What follows belongs to an exercise in optimizing a design on an open flow for small area and a short achievable clock period; a production flow would make more cautious choices. The RTL was checked by simulation tests, not by an equivalence proof against the original design. Power and IR drop assume default switching activity.

## main
## two_class_tx_queue
module two_class_tx_queue (
  input  wire logic        clk,
  input  wire logic        rst_n,
  input  wire logic        in_tvalid,
  output logic             in_tready,
  input  wire logic [23:0] in_tdata,    
  input  wire logic [2:0]  in_tuser,    
  output logic             out_tvalid,
  input  wire logic        out_tready,
  output logic [31:0]      out_tdata,   
  output logic [3:0]       out_tuser    
);
Settings: LEC_CHECK=0, ABC_CLOCK_PERIOD_IN_PS=2000, CAP_MARGIN=20, CORE_MARGIN=2, CORE_UTILIZATION=60, CTS_CLUSTER_DIAMETER=80, CTS_CLUSTER_SIZE=30, SETUP_SLACK_MARGIN=1.7, SLEW_MARGIN=20, TNS_END_PERCENT=100; clock period 4.0 ns.
run.sh (not shown) runs the stock make flow with config.mk's settings and CLKGATE_MAP_FILE= SYNTH_SCRIPT=/design/flow/synth_recipe.tcl, a recipe that flattens the netlist after the stock synthesis.
main: PASS, flow complete, no timing, DRC or antenna violations
#### Input delta (the feature branch over main)
Settings: CTS_CLUSTER_DIAMETER: 80 -> 60; TNS_END_PERCENT: 100 -> 20; SETUP_SLACK_MARGIN: 1.7 -> 1.8.
Findings:
Reported for main and the feature branch, die area turned out identical to the last digit.
The feature branch: full flow OK, the timing, design-rule and antenna checks passed
main reached the end of the flow, and the finished layout is clean on the timing, design-rule and antenna checks.
Highest cell delay on the worst timing path in the feature branch is 0.02 ns higher than in main
Per the comparison of the feature branch with main, global-route usage shows an increase of 0.35 points; number of top-level design ports flat; cell area higher; post-layout total power went up; post-layout minimum cycle time moved up.
There was hardly any difference in total length of routed wires between main and the feature branch.
main reports its capturing instance or port of the critical path as out_tdata[0] while the feature branch reports out_tdata[16].
In the feature branch the initial antenna violation count turned out 3 higher than in main.


## exp/nickel
Another version of the RTL of two_class_tx_queue (not shown whole).
Size in the first run: roughly 4,200 cells after synthesis, about 1,800 flip-flops, about 0.067 mm2 of cells after synthesis.
Settings: LEC_CHECK=0, ABC_CLOCK_PERIOD_IN_PS=2000, CAP_MARGIN=20, CORE_MARGIN=2, CORE_UTILIZATION=78, CTS_CLUSTER_DIAMETER=70, CTS_CLUSTER_SIZE=30, SETUP_SLACK_MARGIN=1.7, SLEW_MARGIN=20, TNS_END_PERCENT=100; clock period 4.0 ns.
diff inputs: exp/nickel => exp/indigo
Settings: changing SETUP_SLACK_MARGIN from 1.7 to 1.8; changing CTS_CLUSTER_DIAMETER from 70 to 80; changing CORE_UTILIZATION from 78 to 70.
==> comparison <==
Gate count of the mapped netlist: exp/indigo vs exp/nickel, no meaningful difference
Looking at global-route usage across exp/indigo and exp/nickel, the one that comes out higher is exp/nickel.
Summary of exp/indigo over exp/nickel: wire length +about 0.9%; clock network fraction of design power down 0.7 points.
Of the two values seen for launching element of the worst setup path, rst_n was produced by exp/nickel and pend_r[0] by exp/indigo.
[inputs] exp/fjord vs exp/indigo
Settings: SETUP_SLACK_MARGIN changed from 1.8 to 1.7.
==> flow/flow/run.sh (new file) <==
#!/bin/bash
# The standard layout (standard.sh), with the port buffers made from
# buf_4 cells instead of the cell buffer_ports picks by default.
# make's output goes to standard.log; ORFS keeps each step's log in orfs/logs.
export BUFFER_PORTS_ARGS="-buffer_cell sky130_fd_sc_hd__buf_4"
bash standard.sh > standard.log 2>&1
==> flow/standard.sh (new file) <==
#!/bin/bash
# synth_recipe.tcl (not shown) runs the flow's synth.tcl, then flattens the netlist and writes it again
# the make line also repeats each setting of config.mk as NAME=value (left out here)
make -C /OpenROAD-flow-scripts/flow DESIGN_CONFIG=/design/flow/config.mk WORK_HOME=/design/flow/orfs CLKGATE_MAP_FILE= SYNTH_SCRIPT=/design/flow/synth_recipe.tcl "${@:-finish}"
removed: flow/run.sh
Findings:
exp/fjord closes out successfully: all stages finished, all timing, DRC and antenna checks passed. The final reports for exp/fjord and exp/indigo show transition time at the pin with the least slew margin lower in the former. Per the comparison of exp/fjord with exp/indigo, sequential standard cell area was more or less identical; part of the cycle the worst path needs was more or less identical; final-layout worst hold slack went down by 220 ps; global-route usage went down by 1.2 points. exp/fjord against exp/indigo: clock slew seen by the registers of the worst setup and hold paths neither gained nor lost much; count of clock-buffer cells in the layout lost about 8%.
What exp/zinc does differently from exp/fjord at the input level:
Settings: SETUP_SLACK_MARGIN now 1.9, was 1.7; CORE_UTILIZATION now 60, was 70.
==> flow/run.sh (new file) <==
#!/bin/bash
# synth_recipe.tcl (not shown) runs the flow's synth.tcl, then flattens the netlist and writes it again
# the make line also repeats each setting of config.mk as NAME=value (left out here)
make -C /OpenROAD-flow-scripts/flow DESIGN_CONFIG=/design/flow/config.mk WORK_HOME=/design/flow/orfs CLKGATE_MAP_FILE= SYNTH_SCRIPT=/design/flow/synth_recipe.tcl finish
removed: flow/flow/run.sh
removed: flow/standard.sh
Notes after the runs:
The final layouts of exp/zinc and exp/fjord pass the timing, design-rule and antenna checks. Looking at setup slack across exp/zinc and exp/fjord, the one that comes out higher is exp/fjord. Higher endpoint arrival time on the critical path goes to exp/zinc over exp/fjord. From exp/zinc to exp/fjord, area of the mapped netlist did not move at all. Relative to exp/fjord, the total power measured on exp/zinc has increased slightly. Comparing exp/zinc and exp/fjord, the lower highest net fanout along the worst path was measured on exp/zinc. Critical path launch point = pend_r[0]: exp/zinc; critical path launch point = head_oh[29]: exp/fjord. Non-clock buffer count, exp/zinc vs exp/fjord: up by more than half.
Edits applied to the flow inputs when going from exp/zinc to exp/yarrow:
Settings: changing ABC_CLOCK_PERIOD_IN_PS from 2000 to 1800; changing CORE_UTILIZATION from 60 to 72; changing SETUP_SLACK_MARGIN from 1.9 to 1.7.
--- outcome ---
Per the final summary, exp/yarrow finished and its layout is clean on timing, DRC and antenna.
pend_r[7] as the startpoint of the worst setup timing path was reported by exp/yarrow, and pend_r[0] by exp/zinc.
Between exp/yarrow and exp/zinc, the difference in total number of multi-input combinational cells is negligible.
Compare exp/yarrow and exp/zinc | number of clock buffers inserted by TritonCTS higher: exp/zinc
[exp/yarrow vs exp/zinc] routing usage on met2: higher in exp/yarrow
For proportion of cell area spent on the clock network, exp/zinc and exp/yarrow come out practically identical.
The total length of routed met3 wires of exp/yarrow exceeds that of exp/zinc by about 14%.
In the metrics for exp/yarrow and exp/zinc, the one carrying the higher setup slack after layout is exp/zinc.


two_class_tx_queue again, from the RTL that the note above started with.
export LEC_CHECK = 0
export ABC_CLOCK_PERIOD_IN_PS = 2000
export CAP_MARGIN = 20
export CORE_MARGIN = 2
export CORE_UTILIZATION = 70
export CTS_CLUSTER_DIAMETER = 70
export CTS_CLUSTER_SIZE = 30
export PLACE_DENSITY = 0.85
export SETUP_SLACK_MARGIN = 1.7
export SLEW_MARGIN = 20
export TNS_END_PERCENT = 100
create_clock -name core_clock -period 4.0 [get_ports {clk}]
Stock flow here: none of the scripts above is used.
The baseline finished clean.
Rerun with:
- CORE_UTILIZATION: 70 -> 60
- CTS_CLUSTER_DIAMETER: 70 -> 80
- PLACE_DENSITY: 0.85 -> default
The changed run completed without violations.
Setup slack loses 0.021 ns.
Synthesized cell count stays the same.
Sequential share of layout area fell by 0.89 points.
Clock-buffer cell count shrinks by 1.
Critical path depth climbs by 5.
Die area grows by about 16%.
Synthesized area does not change.
Final cell count rose by 5.0%.
Via count came out lower by 3.8%.
Core utilization goes down by 10 points.
Combinational power climbs by about 7%.
Rerun with:
- CORE_UTILIZATION: 60 -> 70
After rerunning:
- cell count falls by 5.1%
- non-clock buffer count fell by 74
- register-to-register slack gets better by 0.07 ns
- synthesized area does not change
- combinational power decreases by about 3%


Setup of job 4598:
two_class_tx_queue, a different RTL version from the one above (not shown whole).
For scale: about 69 I/O pins, roughly 66,000 µm² of cells after synthesis.
export LEC_CHECK = 0
export ABC_CLOCK_PERIOD_IN_PS = 2000
export CAP_MARGIN = 20
export CORE_MARGIN = 2
export CORE_UTILIZATION = 66
export CTS_CLUSTER_DIAMETER = 80
export CTS_CLUSTER_SIZE = 30
export SETUP_SLACK_MARGIN = 1.7
export SLEW_MARGIN = 20
export TNS_END_PERCENT = 100
create_clock -name core_clock -period 4.0 [get_ports {clk}]
standard.sh (not shown) runs the stock make flow with config.mk's settings and CLKGATE_MAP_FILE= SYNTH_SCRIPT=/design/flow/synth_recipe.tcl, a recipe that flattens the netlist after the stock synthesis.
==> flow/flow/run.sh <==
#!/bin/bash
# The standard layout (standard.sh), with the port buffers made from
# buf_4 cells instead of the cell buffer_ports picks by default.
# make's output goes to standard.log; ORFS keeps each step's log in orfs/logs.
export BUFFER_PORTS_ARGS="-buffer_cell sky130_fd_sc_hd__buf_4"
bash standard.sh > standard.log 2>&1
Job 4598 finished every stage and its layout cleared the timing, design-rule and antenna checks.
#### Input delta (job 4853 over job 4598)
==> flow/run.sh (new file) <==
#!/bin/bash
# synth_recipe.tcl (not shown) runs the flow's synth.tcl, then flattens the netlist and writes it again
# the make line also repeats each setting of config.mk as NAME=value (left out here)
make -C /OpenROAD-flow-scripts/flow DESIGN_CONFIG=/design/flow/config.mk WORK_HOME=/design/flow/orfs CLKGATE_MAP_FILE= SYNTH_SCRIPT=/design/flow/synth_recipe.tcl finish
diff --git a/flow/config.mk b/flow/config.mk
--- a/flow/config.mk
+++ b/flow/config.mk
@@ -10,4 +10,4 @@
 export CORE_MARGIN = 2
-export CORE_UTILIZATION = 66
-export CTS_CLUSTER_DIAMETER = 80
+export CORE_UTILIZATION = 70
+export CTS_CLUSTER_DIAMETER = 70
 export CTS_CLUSTER_SIZE = 30
removed: flow/flow/run.sh
removed: flow/standard.sh
## What came out
- Job 4853 vs. job 4598: clock share of power went up by 2.3 points.
- Power: job 4853 draws more than job 4598
- Diff job 4598 -> job 4853: cell area power density moved up; instance count on the critical path now larger; net switching fraction of the power +0.17 points; global-route usage higher; clock latency at the later pin of the worst-skew pair level.
- Sort job 4853 and job 4598 by final core area utilization, descending, and job 4853 comes first.
- When job 4853 is set beside job 4598, its detailed route wirelength on metal3 turns out to be 8.5% larger.
- Relative to job 4598, final weighted congestion in routability-driven placement has increased by 3.6% in job 4853.
- The higher met3 usage came out of job 4853.
- For job 4598, the slowest cell on the critical path was sky130_fd_sc_hd__dfxtp_2, unlike job 4853, where it was sky130_fd_sc_hd__or4_4.
### job 4853 -> job 6262
==> flow/flow/run.sh (new file) <==
#!/bin/bash
# The standard layout (standard.sh), with the port buffers made from
# buf_4 cells instead of the cell buffer_ports picks by default.
# make's output goes to standard.log; ORFS keeps each step's log in orfs/logs.
export BUFFER_PORTS_ARGS="-buffer_cell sky130_fd_sc_hd__buf_4"
bash standard.sh > standard.log 2>&1
==> flow/standard.sh (new file) <==
#!/bin/bash
# synth_recipe.tcl (not shown) runs the flow's synth.tcl, then flattens the netlist and writes it again
# the make line also repeats each setting of config.mk as NAME=value (left out here)
make -C /OpenROAD-flow-scripts/flow DESIGN_CONFIG=/design/flow/config.mk WORK_HOME=/design/flow/orfs CLKGATE_MAP_FILE= SYNTH_SCRIPT=/design/flow/synth_recipe.tcl "${@:-finish}"
diff --git a/flow/config.mk b/flow/config.mk
--- a/flow/config.mk
+++ b/flow/config.mk
@@ -11,3 +11,3 @@
 export CORE_UTILIZATION = 70
-export CTS_CLUSTER_DIAMETER = 70
+export CTS_CLUSTER_DIAMETER = 80
 export CTS_CLUSTER_SIZE = 30
removed: flow/run.sh
[summary]
Diff job 4853 -> job 6262 | cell area reported after detailed placement | decrease of about 0.37%
Summary of job 6262 over job 4853: logic gate share of total power held steady, portion of the clock cycle consumed by the worst path in the final layout -0.81 points.
In job 6262 the sequential share of layout area turned out 1.1 points higher than in job 4853.
Compared to job 4853, the routing of job 6262 uses less wire.
Half-perimeter wire length of the detailed placement result (lower): job 6262
What job 3976 does differently from job 6262 at the input level:
==> flow/flow/run.sh <==
#!/bin/bash
# The standard layout (standard.sh), with the port buffers made from
# buf_8 cells instead of the cell buffer_ports picks by default.
# make's output goes to standard.log; ORFS keeps each step's log in orfs/logs.
export BUFFER_PORTS_ARGS="-buffer_cell sky130_fd_sc_hd__buf_8"
bash standard.sh > standard.log 2>&1
diff --git a/flow/config.mk b/flow/config.mk
--- a/flow/config.mk
+++ b/flow/config.mk
@@ -13,3 +13,3 @@
 export CTS_CLUSTER_SIZE = 30
-export SETUP_SLACK_MARGIN = 1.7
+export SETUP_SLACK_MARGIN = 1.75
 export SLEW_MARGIN = 20
--- outcome ---
Job 3976 ended up with a higher non-clock buffer total of the final layout than job 6262 did.
Job 3976 vs. job 6262: logic depth of the worst path, buffers included was more or less identical, final cell count without fillers increased by 49 relative to the old numbers, die area roughly the same, part of the total power dissipated in the clock network fell 0.3 points, internal portion of total power has remained practically unchanged.
Detailed route, job 3976 vs job 6262: via total higher for job 3976
The final layouts of job 3976 and job 6262 pass the timing, design-rule and antenna checks.
| reg-to-reg setup timing slack | higher: job 6262 |
Sort job 3976 and job 6262 by final critical-path share of the clock period, descending, and job 3976 comes first.
--- input diff job 3976..job 2589 ---
==> flow/flow/run.sh <==
#!/bin/bash
# The standard layout (standard.sh), with the port buffers made from
# buf_4 cells instead of the cell buffer_ports picks by default.
# make's output goes to standard.log; ORFS keeps each step's log in orfs/logs.
export BUFFER_PORTS_ARGS="-buffer_cell sky130_fd_sc_hd__buf_4"
bash standard.sh > standard.log 2>&1
diff --git a/flow/config.mk b/flow/config.mk
--- a/flow/config.mk
+++ b/flow/config.mk
@@ -13,3 +13,3 @@
 export CTS_CLUSTER_SIZE = 30
-export SETUP_SLACK_MARGIN = 1.75
+export SETUP_SLACK_MARGIN = 1.8
 export SLEW_MARGIN = 20
### Flow results
Job 3976 was carried through to the last stage, and its layout satisfied the timing, design-rule and antenna checks.
Job 2589 has completed all stages; timing, DRC and antenna checks passed.
In job 2589, maximum operating frequency is higher than in job 3976.
Job 3976 → job 2589: number of cell instances on the worst register-to-register path held steady, routed wire length shrank by 0.52%, core utilization of the finished layout grew by 0.22 points, final non-filler cell area held steady, iteration count of the initial detailed-routing pass shrank by 1.
Taking job 3976 as the reference, in job 2589 vertical die dimension ~0 delta; internal power of the cells +150 µW.
Looking at layout overhead on the synthesized area, job 2589 sits above job 3976.
On job 2589: met3 track utilization from global routing is 1.5 points lower than what job 3976 gave.
Re cell depth of the worst setup path: no difference whatsoever between job 3976 and job 2589.

## what the ideal ports hide
How much do the figures lean on ideal ports? The routed layouts below were timed once more, with nothing changed but the port constraints.
Step 1 sets driving cells, clkbuf_16 on the clock port and buf_2 on the other inputs (assumed; they add their load-dependent delay and slew).
Step 2 moves the port delays by t, midway between the first and last clock arrival at a register: inputs arrive t later, outputs are due t later. That takes back most of the time a late clock gives input paths.
a / b / c = ideal ports / drivers / drivers and shift; a / b = the first two.
run	t, ns	slack for setup (ns)	worst setup path at the end	clock arrival spread, ns
main	0.766	1.614 / 1.536 / 1.097	input to register	0.040 / 0.041
the feature branch	0.832	1.471 / 1.394 / 1.017	input to register	0.037 / 0.036
exp/nickel	0.754	1.576 / 1.580 / 0.873	input to register	0.047 / 0.048
exp/indigo	0.760	1.646 / 1.646 / 1.141	input to register	0.034 / 0.034
exp/fjord	0.768	1.652 / 1.644 / 1.257	input to register	0.029 / 0.029
exp/zinc	0.772	1.643 / 1.637 / 1.225	input to register	0.040 / 0.039
exp/yarrow	0.759	1.609 / 1.609 / 1.109	input to register	0.046 / 0.046
the first run of note 3	0.784	1.637 / 1.584 / 1.049	input to register	0.055 / 0.055
the second run of note 3	0.782	1.616 / 1.616 / 1.050	input to register	0.049 / 0.049
the third run of note 3	0.762	1.689 / 1.650 / 1.062	input to register	0.050 / 0.049
job 4598	0.762	1.604 / 1.535 / 0.988	input to register	0.057 / 0.057
job 4853	0.767	1.640 / 1.640 / 1.088	input to register	0.038 / 0.038
job 6262	0.770	1.673 / 1.597 / 1.067	input to register	0.035 / 0.035
job 3976	0.770	1.632 / 1.632 / 1.029	input to register	0.039 / 0.039
job 2589	0.756	1.670 / 1.613 / 1.192	input to register	0.042 / 0.043
After both steps every run listed still meets setup and hold. The setup slack of exp/nickel, which loses most, moves by +0.004 ns with the drivers and by -0.703 ns with both steps.
